Background: an optimization exercise with open tools, aiming at a short achievable clock period and few clock cycles per item. Do not read the settings as production practice.
The RTL was checked by simulation tests, not by an equivalence proof against the original design.
No activity file was given, so power comes from the tool's default toggle rates.

## v6
## cpu_top
module cpu_top (
    input  logic        clk,
    input  logic        reset,
    output logic [9:0]  instr_addr,
    input  logic [17:0] instr_data,
    output logic [9:0]  mem_addr,
    output logic [17:0] mem_wdata,
    output logic        mem_we,
    output logic        mem_re,
    input  logic [17:0] mem_rdata
);
Size in the first run: ~4200 cells after synthesis, about 78 I/O pins, ~43000 um^2 of cells after synthesis.
export LEC_CHECK = 0
export CAP_MARGIN = 20
export CORE_MARGIN = 2
export CORE_UTILIZATION = 55
export GPL_TIMING_DRIVEN = 1
export SETUP_SLACK_MARGIN = 3.4
export SLEW_MARGIN = 20
create_clock -name core_clock -period 6.0 [get_ports {clk}]
run.sh (not shown) runs the stock make flow with config.mk's settings and CLKGATE_MAP_FILE= SYNTH_SCRIPT=/design/flow/synth_recipe.tcl, a recipe that flattens the netlist after the stock synthesis.
Testbench counts of v6, summed over its fixed seeds: cycles 93,623, instrs 84,944.
Here is what was changed in the inputs of v7 compared with v6.
--- a/flow/design.v
+++ b/flow/design.v
@@ -173,21 +173,20 @@
     logic [PD_W-1:0] pd_in;
     assign pd_in = predecode(instr_data);
     logic [9:0]  ia_q;        
     logic [9:0]  fa_q;        
     logic [9:0]  seqa_q;      
     logic [9:0]  seqa_r;      
     logic [9:0]  pcI_q;       
     logic        vI_q;
     logic        selB_q;      
     logic        bhtp_q;      
-    logic        hitL_q;      
     logic        hit_q;       
     logic [9:0]  tgtH_q;      
     logic [9:0]  redir_q;     
     logic [9:0]  redir1_q;    
     logic [9:0]  redir1_r;    
     logic [1:0]  bht [32];
     logic [1:0]  bht_r [32];      
     logic        btb_v [8];
     logic        btb_j [8];       
     logic [6:0]  btb_tag [8];     
@@ -323,21 +322,20 @@
         else if (dbad)    sq_b = pcD_q + 10'd1;
         else              sq_b = (hit_q ? tgtH_q : seqa_q) + 10'd1;
         if (dsel_n)       fa_n = instr_data[13:4];
         else if (stall_n) fa_n = fa_q;
         else              fa_n = fa_b;
         if (dsel_n)       sq_n = instr_data[13:4] + 10'd1;
         else if (stall_n) sq_n = seqa_q;
         else              sq_n = sq_b;
     end
     assign useq_n = !mis && !dbad && !dsel_n && !stall_n && !hit_q;
-    assign hit_q  = hitL_q && useq_q;
     logic [17:0] opX_n, opY_n;
     always_comb begin
         opX_n = ({18{sxl_q}} & lres) | ({18{sxw_q}} & res_w);
         opY_n = ({18{syl_q}} & lres) | ({18{syw_q}} & res_w) |
                 ({18{simm_q}} & {12'd0, ir_q[5:0]});
         for (int i = 0; i < 16; i++) begin
             opX_n = opX_n | ({18{ohx_q[i]}} & rf[i]);
             opY_n = opY_n | ({18{ohy_q[i]}} & rf[i]);
         end
     end
@@ -350,21 +348,21 @@
     assign fyw_n = e_wr_q && reads_y(ir_n, e_rd_q);
     always_ff @(posedge clk or posedge reset) begin
         if (reset) begin
             ia_q     <= '0;
             fa_q     <= 10'h3ff;
             seqa_r   <= '0;
             pcI_q    <= '0;
             vI_q     <= 1'b0;
             selB_q   <= 1'b0;
             bhtp_q   <= 1'b0;
-            hitL_q   <= 1'b0;
+            hit_q    <= 1'b0;
             tgtH_q   <= '0;
             redir_q  <= '0;
             redir1_r <= '0;
             ir_q     <= '0;
             pd_q     <= '0;
             pcD_q    <= '0;
             vD_q     <= 1'b0;
             predD_q  <= 1'b0;
             mtD_q    <= '0;
             bpD_q    <= 1'b0;
@@ -411,21 +409,21 @@
         end else begin
             ia_q   <= fa_n;
             fa_q   <= fa_n;
             seqa_r <= sq_n ^ 10'd1;
             pcI_q  <= ia_q;
             bhtp_q <= useq_q ? dirS_q : bht[fa_q[4:0]][1];
             dirS_q <= dirS;
             useq_q <= useq_n;
             vI_q   <= stall ? vI_q : (!mis && !dbad);
             selB_q <= !mis && !dbad && !dsel_n && !stall_n && hit_q;
-            hitL_q <= hitL;
+            hit_q  <= useq_n && hitL;
             tgtH_q <= btb_tgt[bix];
             redir_q <= redir_n;
             redir1_r <= (redir_n + 10'd1) ^ 10'd1;
             if (!stall) begin
                 ir_q    <= instr_data;
                 pd_q    <= pd_in;
                 pcD_q   <= pcI_q;
                 predD_q <= pred_in || selB_q;
                 bpD_q   <= selB_q;
                 bpbD_q  <= bpbad;
--- outcome ---
v7 vs. v6: tightest hold margin about even, net load switching power decreased by about 2% relative to the old numbers, switching share of total power up 0.46 points, total number of multi-input combinational cells has increased, post-synthesis to final-layout area growth fell by 1.2 points. Diff v6 -> v7: total number of cells along the worst setup path -3, clock network latency to the later pin of the worst-skew pair ~0 delta. Going from v6 to v7, the number of antenna repair diodes was found to have gone up by 1. The start point of the critical path comes out z_q in one run and instr_data[13] in the other, namely in v7 and v6 respectively. Worst setup path endpoint = ia_q[9]: v6; worst setup path endpoint = btb_tag[0][4]: v7.
Testbench counts of v7, summed over its fixed seeds: cycles 93,623, instrs 84,944.

---

before:
RTL: one of the versions met above, not the one the previous note started from.
For scale: about 4,200 cells after synthesis, about 880 flip-flops, roughly 78 I/O pins, ~43,000 sq um of cells after synthesis.
// cpu_top
module cpu_top (
    input  logic        clk,
    input  logic        reset,
    output logic [9:0]  instr_addr,
    input  logic [17:0] instr_data,
    output logic [9:0]  mem_addr,
    output logic [17:0] mem_wdata,
    output logic        mem_we,
    output logic        mem_re,
    input  logic [17:0] mem_rdata
);
export LEC_CHECK = 0
export CAP_MARGIN = 20
export CORE_MARGIN = 2
export CORE_UTILIZATION = 50
export GPL_TIMING_DRIVEN = 1
export SETUP_SLACK_MARGIN = 3.5
export SLEW_MARGIN = 20
create_clock -name core_clock -period 6.0 [get_ports {clk}]
Testbench counts of before, summed over its fixed seeds: cycles 93,623, instrs 84,944.
--- input diff before..after ---
--- a/flow/design.v
+++ b/flow/design.v
@@ -281,41 +281,26 @@
     assign dsel_n = !stall && vD_n && pred_in && !selB_q;
     logic [2:0] bix;
     logic       hitL;
     assign seqa_q   = seqa_r ^ 10'd1;
     always_comb begin
         for (int i = 0; i < 32; i++) bht[i] = bht_r[i] ^ 2'b10;
     end
     assign redir1_q = redir1_r ^ 10'd1;
     assign bix  = seqa_q[2:0];
-    logic [7:0] bsel, bmatch;
-    logic       bdir;
+    assign hitL = btb_v[bix] && btb_tag[bix] == seqa_q[9:3] &&
+                  (btb_j[bix] || (lp_conf[bix] ? !lp_exit[bix] : bht[seqa_q[4:0]][1]));
     always_comb begin
-        for (int i = 0; i < 8; i++) begin
-            bsel[i]   = (bix == 3'(i));
-            bmatch[i] = bsel[i] && btb_v[i] && (btb_tag[i] == seqa_q[9:3]);
-        end
-    end
-    assign bdir = bht[seqa_q[4:0]][1];
-    assign hitL = |(bmatch & ({btb_j[7], btb_j[6], btb_j[5], btb_j[4],
-                               btb_j[3], btb_j[2], btb_j[1], btb_j[0]} |
-                              lpdir | ({8{bdir}} & ~lpconf)));
-    logic [7:0] lpconf, lpdir;
-    always_comb begin
-        for (int i = 0; i < 8; i++) begin
-            lp_exit[i] = lp_conf[i] && (lp_cnt[i] == lp_trip[i]);
-            lpconf[i]  = lp_conf[i];
-            lpdir[i]   = lp_conf[i] && !lp_exit[i];
-        end
+        for (int i = 0; i < 8; i++) lp_exit[i] = lp_conf[i] && (lp_cnt[i] == lp_trip[i]);
     end
     logic       lpk, dirS;
-    assign lpk  = |(bmatch & lpconf);
-    assign dirS = lpk ? |(bmatch & lpdir) : bdir;
+    assign lpk  = btb_v[bix] && btb_tag[bix] == seqa_q[9:3] && lp_conf[bix];
+    assign dirS = lpk ? !lp_exit[bix] : bht[seqa_q[4:0]][1];
     logic [9:0] redir_n, fa_b, fa_n, sq_b, sq_n;
     logic       useq_n;
     assign redir_n = predD_q ? pcD_q + 10'd1 : ir_q[13:4];
     always_comb begin
         if (mis)          fa_b = redir_q;
         else if (dbad)    fa_b = pcD_q;
         else if (hit_q)   fa_b = tgtH_q;
         else              fa_b = seqa_q;
         if (mis)          sq_b = redir1_q;
==> comparison <==
Summary of after over before: endpoint arrival time on the critical path up 0.10 ns; final design area excluding fillers flat; met1 routing resource usage after global routing down 0.15 points; final critical-path setup slack down 0.095 ns; total power of the final layout flat. Synthesized area: after vs before, no meaningful difference. after vs before: final-stage net count down. Changes observed in after relative to before: post-route clock period utilization shows an increase of 1.6 points; number of nets still failing antenna checks after routing closely matched the old numbers. Changes observed in after relative to before: depth of the worst register-to-register path saw a decrease, internal power contribution saw little to no change. Between before and after, number of clock buffers in the layout increased.
Testbench counts of after, summed over its fixed seeds: cycles 93,623, instrs 84,944.

---

== delta ==
RTL: one of the versions met above, not the one the previous note started from.
For scale: roughly 880 flip-flops, ~78 I/O pins, ~43,000 µm² of cells after synthesis.
clock: 6.0 ns
lec_check: 0
cap_margin: 20
core_margin: 2
core_utilization: 50
gpl_timing_driven: 1
setup_slack_margin: 3.5
slew_margin: 20
Testbench counts of delta, summed over its fixed seeds: cycles 93,623, instrs 84,944.
Input-level comparison between alpha and delta:
-- flow/design.v --
<<< delta, line 189
    logic [1:0]  bht [32];
    logic [1:0]  bht_r [32];      
    logic        btb_v [8];
    logic        btb_j [8];       
    logic [6:0]  btb_tag [8];     
    logic [9:0]  btb_tgt [8];
    logic        lp_conf [8];
    logic [2:0]  lp_trip [8];
    logic [2:0]  lp_cnt [8];
    logic [7:0]  lp_exit;         
    logic [17:0] ir_q;
    logic [PD_W-1:0] pd_q;
>>> alpha, line 189
    logic [1:0]  bht [32];
    logic [1:0]  bht_r [32];      
    logic        btb_v [16];
    logic        btb_j [16];      
    logic [5:0]  btb_tag [16];    
    logic [9:0]  btb_tgt [16];
    logic        lp_conf [16];
    logic [2:0]  lp_trip [16];
    logic [2:0]  lp_cnt [16];
    logic [15:0] lp_exit;         
    logic [17:0] ir_q;
    logic [PD_W-1:0] pd_q;
<<< delta, line 281
    logic dsel_n;
    assign dsel_n = !stall && vD_n && pred_in && !selB_q;
    logic [2:0] bix;
    logic       hitL;
    assign seqa_q   = seqa_r ^ 10'd1;
>>> alpha, line 281
    logic dsel_n;
    assign dsel_n = !stall && vD_n && pred_in && !selB_q;
    logic [3:0] bix;
    logic       hitL;
    assign seqa_q   = seqa_r ^ 10'd1;
<<< delta, line 288
    end
    assign redir1_q = redir1_r ^ 10'd1;
    assign bix  = seqa_q[2:0];
    logic [7:0] bsel, bmatch;
    logic       bdir;
    always_comb begin
        for (int i = 0; i < 8; i++) begin
            bsel[i]   = (bix == 3'(i));
            bmatch[i] = bsel[i] && btb_v[i] && (btb_tag[i] == seqa_q[9:3]);
        end
    end
    assign bdir = bht[seqa_q[4:0]][1];
    assign hitL = |(bmatch & ({btb_j[7], btb_j[6], btb_j[5], btb_j[4],
                               btb_j[3], btb_j[2], btb_j[1], btb_j[0]} |
                              lpdir | ({8{bdir}} & ~lpconf)));
    logic [7:0] lpconf, lpdir;
    always_comb begin
        for (int i = 0; i < 8; i++) begin
            lp_exit[i] = lp_conf[i] && (lp_cnt[i] == lp_trip[i]);
            lpconf[i]  = lp_conf[i];
>>> alpha, line 288
    end
    assign redir1_q = redir1_r ^ 10'd1;
    assign bix  = seqa_q[3:0];
    logic [15:0] bsel, bmatch, bj;
    logic       bdir;
    always_comb begin
        for (int i = 0; i < 16; i++) begin
            bsel[i]   = (bix == 4'(i));
            bmatch[i] = bsel[i] && btb_v[i] && (btb_tag[i] == seqa_q[9:4]);
            bj[i]     = btb_j[i];
        end
    end
    assign bdir = bht[seqa_q[4:0]][1];
    assign hitL = |(bmatch & (bj | lpdir | ({16{bdir}} & ~lpconf)));
    logic [15:0] lpconf, lpdir;
    always_comb begin
        for (int i = 0; i < 16; i++) begin
            lp_exit[i] = lp_conf[i] && (lp_cnt[i] == lp_trip[i]);
            lpconf[i]  = lp_conf[i];
<<< delta, line 488
    always_ff @(posedge clk or posedge reset) begin
        if (reset) begin
            for (int i = 0; i < 8; i++) begin
                btb_v[i]   <= 1'b0;
                btb_j[i]   <= 1'b0;
>>> alpha, line 487
    always_ff @(posedge clk or posedge reset) begin
        if (reset) begin
            for (int i = 0; i < 16; i++) begin
                btb_v[i]   <= 1'b0;
                btb_j[i]   <= 1'b0;
<<< delta, line 498
            end
        end else begin
            for (int i = 0; i < 8; i++) begin
                if (e_pc_q[2:0] == 3'(i)) begin
                    if (e_tbr) begin
                        btb_v[i]   <= 1'b1;
                        btb_j[i]   <= e_jmp_q;
                        btb_tag[i] <= e_pc_q[9:3];
                        btb_tgt[i] <= e_tgt_q;
                    end
                    if (btb_v[i] && btb_tag[i] == e_pc_q[9:3]) begin
                        if (e_cbr && e_back_q) begin
                            if (e_tk) begin
>>> alpha, line 497
            end
        end else begin
            for (int i = 0; i < 16; i++) begin
                if (e_pc_q[3:0] == 4'(i)) begin
                    if (e_tbr) begin
                        btb_v[i]   <= 1'b1;
                        btb_j[i]   <= e_jmp_q;
                        btb_tag[i] <= e_pc_q[9:4];
                        btb_tgt[i] <= e_tgt_q;
                    end
                    if (btb_v[i] && btb_tag[i] == e_pc_q[9:4]) begin
                        if (e_cbr && e_back_q) begin
                            if (e_tk) begin
<<< delta, line 523
                    end
                end
                if (dbad && !(e_tbr && e_pc_q[2:0] == 3'(i)) && pcD_q[2:0] == 3'(i)) begin
                    btb_v[i] <= 1'b0;
                end
>>> alpha, line 522
                    end
                end
                if (dbad && !(e_tbr && e_pc_q[3:0] == 4'(i)) && pcD_q[3:0] == 4'(i)) begin
                    btb_v[i] <= 1'b0;
                end
--- outcome ---
Between delta and alpha, the flow reports wire length of the first global-routing pass increasing by more than a quarter.
Relative to delta, post-synthesis xor/xnor area fraction has increased by 0.81 points in alpha.
Count of buffering cells on the critical path with inverters included: alpha > delta
alpha: total number of multi-input combinational cells is about 19% higher than what delta reported.
Data required time at the worst endpoint ends up lower on delta.
Between alpha and delta, it is alpha whose post-synth design cell area is higher, by about 22%.
Run comparison: delta most used routing layer met2; alpha most used routing layer met1
Routed wire in alpha totals more than in delta.
All of alpha and delta finish clean.
Re transition time at the pin with the least slew margin: delta was lower than alpha.
alpha vs delta: routed wirelength normalized by instance count up by a few percent
Routing usage on met3 was lower in delta than in alpha.
Cmp alpha and delta / utilization / higher: alpha
In the flow results for alpha and delta, the proportion of cell area occupied by registers is larger on delta.
Compared to delta, alpha has final sequential cell count 22% higher.
Final hold violation count of alpha is on par with delta.
Testbench counts of alpha, summed over its fixed seeds: cycles 93,034, instrs 84,944.

---

Another version of the RTL of cpu_top (not shown whole).
Size in the first run: roughly 3400 cells after synthesis, about 78 I/O pins, ~0.038 sq mm of cells after synthesis.
Design cpu_top, start of the top module:
module cpu_top (
    input  logic        clk,
    input  logic        reset,
    output logic [9:0]  instr_addr,
    input  logic [17:0] instr_data,
    output logic [9:0]  mem_addr,
    output logic [17:0] mem_wdata,
    output logic        mem_we,
    output logic        mem_re,
    input  logic [17:0] mem_rdata
);
    localparam int PD_LD   = 0;
    localparam int PD_ST   = 1;
    localparam int PD_CMP  = 2;
    localparam int PD_BR   = 3;    
    localparam int PD_JMP  = 4;    
    localparam int PD_WR   = 5;    
    localparam int PD_IMM  = 6;
    localparam int PD_ADD  = 7;    
    localparam int PD_NOR  = 8;
    localparam int PD_AND  = 9;    
    localparam int PD_NAND = 10;
    localparam int PD_CM   = 11;   
    localparam int PD_RX   = 15;   
    localparam int PD_RY   = 19;   
    localparam int PD_W    = 23;
    function automatic logic [PD_W-1:0] predecode(input logic [17:0] w);
        logic [PD_W-1:0] p;
        logic [3:0] op;
        logic       cmp, st;
        op = w[17:14];
        cmp = (op == 4'b0011);
        st  = (op == 4'b1001);
        p = '0;
        p[PD_LD]   = (op == 4'b1000);
        p[PD_ST]   = st;
        p[PD_CMP]  = cmp;
        p[PD_BR]   = op[3] && (op[3:1] != 3'b100);
        p[PD_JMP]  = (op == 4'b1111);
        p[PD_WR]   = (op == 4'b0000) || (op == 4'b0001) || (op == 4'b0010) ||
                     (op == 4'b0100) || (op == 4'b0101) || (op == 4'b0110) ||
                     (op == 4'b1000);
        p[PD_IMM]  = (op == 4'b0001) || (op == 4'b0101);
        p[PD_ADD]  = (op == 4'b0000) || (op == 4'b0001);
        p[PD_NOR]  = (op == 4'b0010);
        p[PD_AND]  = (op == 4'b0100) || (op == 4'b0101);
        p[PD_NAND] = (op == 4'b0110);
  ...
export LEC_CHECK = 0
export CAP_MARGIN = 20
export CORE_MARGIN = 2
export CORE_UTILIZATION = 40
export GPL_TIMING_DRIVEN = 1
export SETUP_SLACK_MARGIN = 3.4
export SLEW_MARGIN = 20
create_clock -name core_clock -period 6.0 [get_ports {clk}]
Testbench counts at the start, summed over its fixed seeds: cycles 95,621, instrs 84,944.
==> next run, changes <==
--- a/flow/design.v
+++ b/flow/design.v
@@ -173,12 +173,13 @@
     logic [PD_W-1:0] pd_in;
     assign pd_in = predecode(instr_data);
     logic [9:0]  fa_q;        
     logic [9:0]  pcI_q;       
     logic        vI_q;
     logic        selB_q;      
+    logic        bhtp_q;      
     logic        hit_q;       
     logic [9:0]  tgtH_q;      
     logic [9:0]  ia_nq;       
     logic [9:0]  redir_q;     
     logic [1:0]  bht [32];
     logic        btb_v [8];
@@ -248,13 +249,13 @@
     assign mis_n = vE_n && mis_f;
     logic [PD_W-1:0] pd_n;
     logic [17:0]     ir_n;
     assign ir_n = stall ? ir_q : instr_data;
     assign pd_n = stall ? pd_q : pd_in;
     logic bht_pred;
-    assign bht_pred = bht[pcI_q[4:0]][1];
+    assign bht_pred = bhtp_q;
     logic pred_in;
     assign pred_in = pd_in[PD_JMP] || (pd_in[PD_BR] && bht_pred);
     logic stall_n;
     assign stall_n = !stall && vD_n && vE_n &&
                      ((pd_in[PD_LD] && pd_q[PD_ST]) ||
                       (pd_q[PD_ADD] && (reads_x(instr_data, ir_q[13:10]) ||
@@ -300,12 +301,13 @@
     always_ff @(posedge clk or posedge reset) begin
         if (reset) begin
             fa_q     <= '0;
             pcI_q    <= '0;
             vI_q     <= 1'b0;
             selB_q   <= 1'b0;
+            bhtp_q   <= 1'b0;
             hit_q    <= 1'b0;
             tgtH_q   <= '0;
             ia_nq    <= '1;
             redir_q  <= '0;
             ir_q     <= '0;
             pd_q     <= '0;
@@ -348,12 +350,13 @@
             mem_re_q <= 1'b0;
             mem_addr_q <= '0;
             wd_nq      <= '1;
         end else begin
             fa_q   <= fa_n;
             pcI_q  <= fa_q;
+            bhtp_q <= bht[fa_q[4:0]][1];
             ia_nq  <= ~fa_n;
             vI_q   <= stall ? vI_q : (!mis && !bpbad);
             selB_q <= !mis && !dsel_n && !bpbad && !stall_n && hit_q;
             hit_q  <= useq_n && hitL;
             tgtH_q <= btb_tgt[bix];
             redir_q <= redir_n;
Effect:
- final area shrinks by 0.59%
- wire length shrinks by 2.5%
- area after synthesis shrinks by 0.72%
- power shrinks by 3.1%
- critical path depth stays the same
- hold slack stays flat
- sequential power shrinks by about 2%
- sequential share of layout area grows by 0.29 points
- global-route usage shrinks by 0.20 points
Testbench counts after the change, summed over its fixed seeds: cycles 95,621, instrs 84,944.

## afterwards: timing with drivers on the ports
The flow's constraints put no driver on any port. The routed layouts listed below were extracted and timed again, unchanged, in two steps. Step 1, drivers: a clkbuf_16 drives clk and a buf_2 each remaining input, both assumed. Step 2 times the ports against the registers' clock, not the clock port: input delays grow and output delays shrink by t, the midpoint of the rising clock arrivals with the driver on. Slacks: ideal ports / drivers / drivers and shift; pairs: ideal ports / drivers.
run | shift t [ns] | slack for setup (ns) | hold slack, ns | clock arrival spread, ns | worst register clock-pin slew, ns
v6 | 0.721 | 3.394 / 3.369 / 2.705 | 0.348 / 0.348 / 0.348 | 0.030 / 0.030 | 0.07 / 0.07
v7 | 0.724 | 3.299 / 3.299 / 2.764 | 0.351 / 0.351 / 0.351 | 0.025 / 0.026 | 0.07 / 0.07
before | 0.740 | 3.462 / 3.453 / 2.819 | 0.349 / 0.349 / 0.349 | 0.029 / 0.029 | 0.06 / 0.06
after | 0.740 | 3.367 / 3.367 / 2.776 | 0.347 / 0.347 / 0.347 | 0.022 / 0.022 | 0.06 / 0.06
delta | 0.742 | 3.499 / 3.427 / 2.725 | 0.354 / 0.354 / 0.354 | 0.021 / 0.021 | 0.07 / 0.07
alpha | 0.794 | 3.365 / 3.365 / 2.633 | 0.347 / 0.347 / 0.347 | 0.034 / 0.034 | 0.07 / 0.07
the first run of note 4 | 0.730 | 3.258 / 3.258 / 2.758 | 0.377 / 0.377 / 0.377 | 0.057 / 0.057 | 0.06 / 0.06
the second run of note 4 | 0.724 | 3.092 / 3.109 / 2.391 | 0.375 / 0.375 / 0.375 | 0.038 / 0.038 | 0.07 / 0.07
After both steps setup and hold are still met in every run listed. For delta, which loses most, drivers alone change the setup slack by -0.072 ns; drivers and shift together by -0.774 ns. The worst setup slack also covers recovery checks on asynchronous resets.
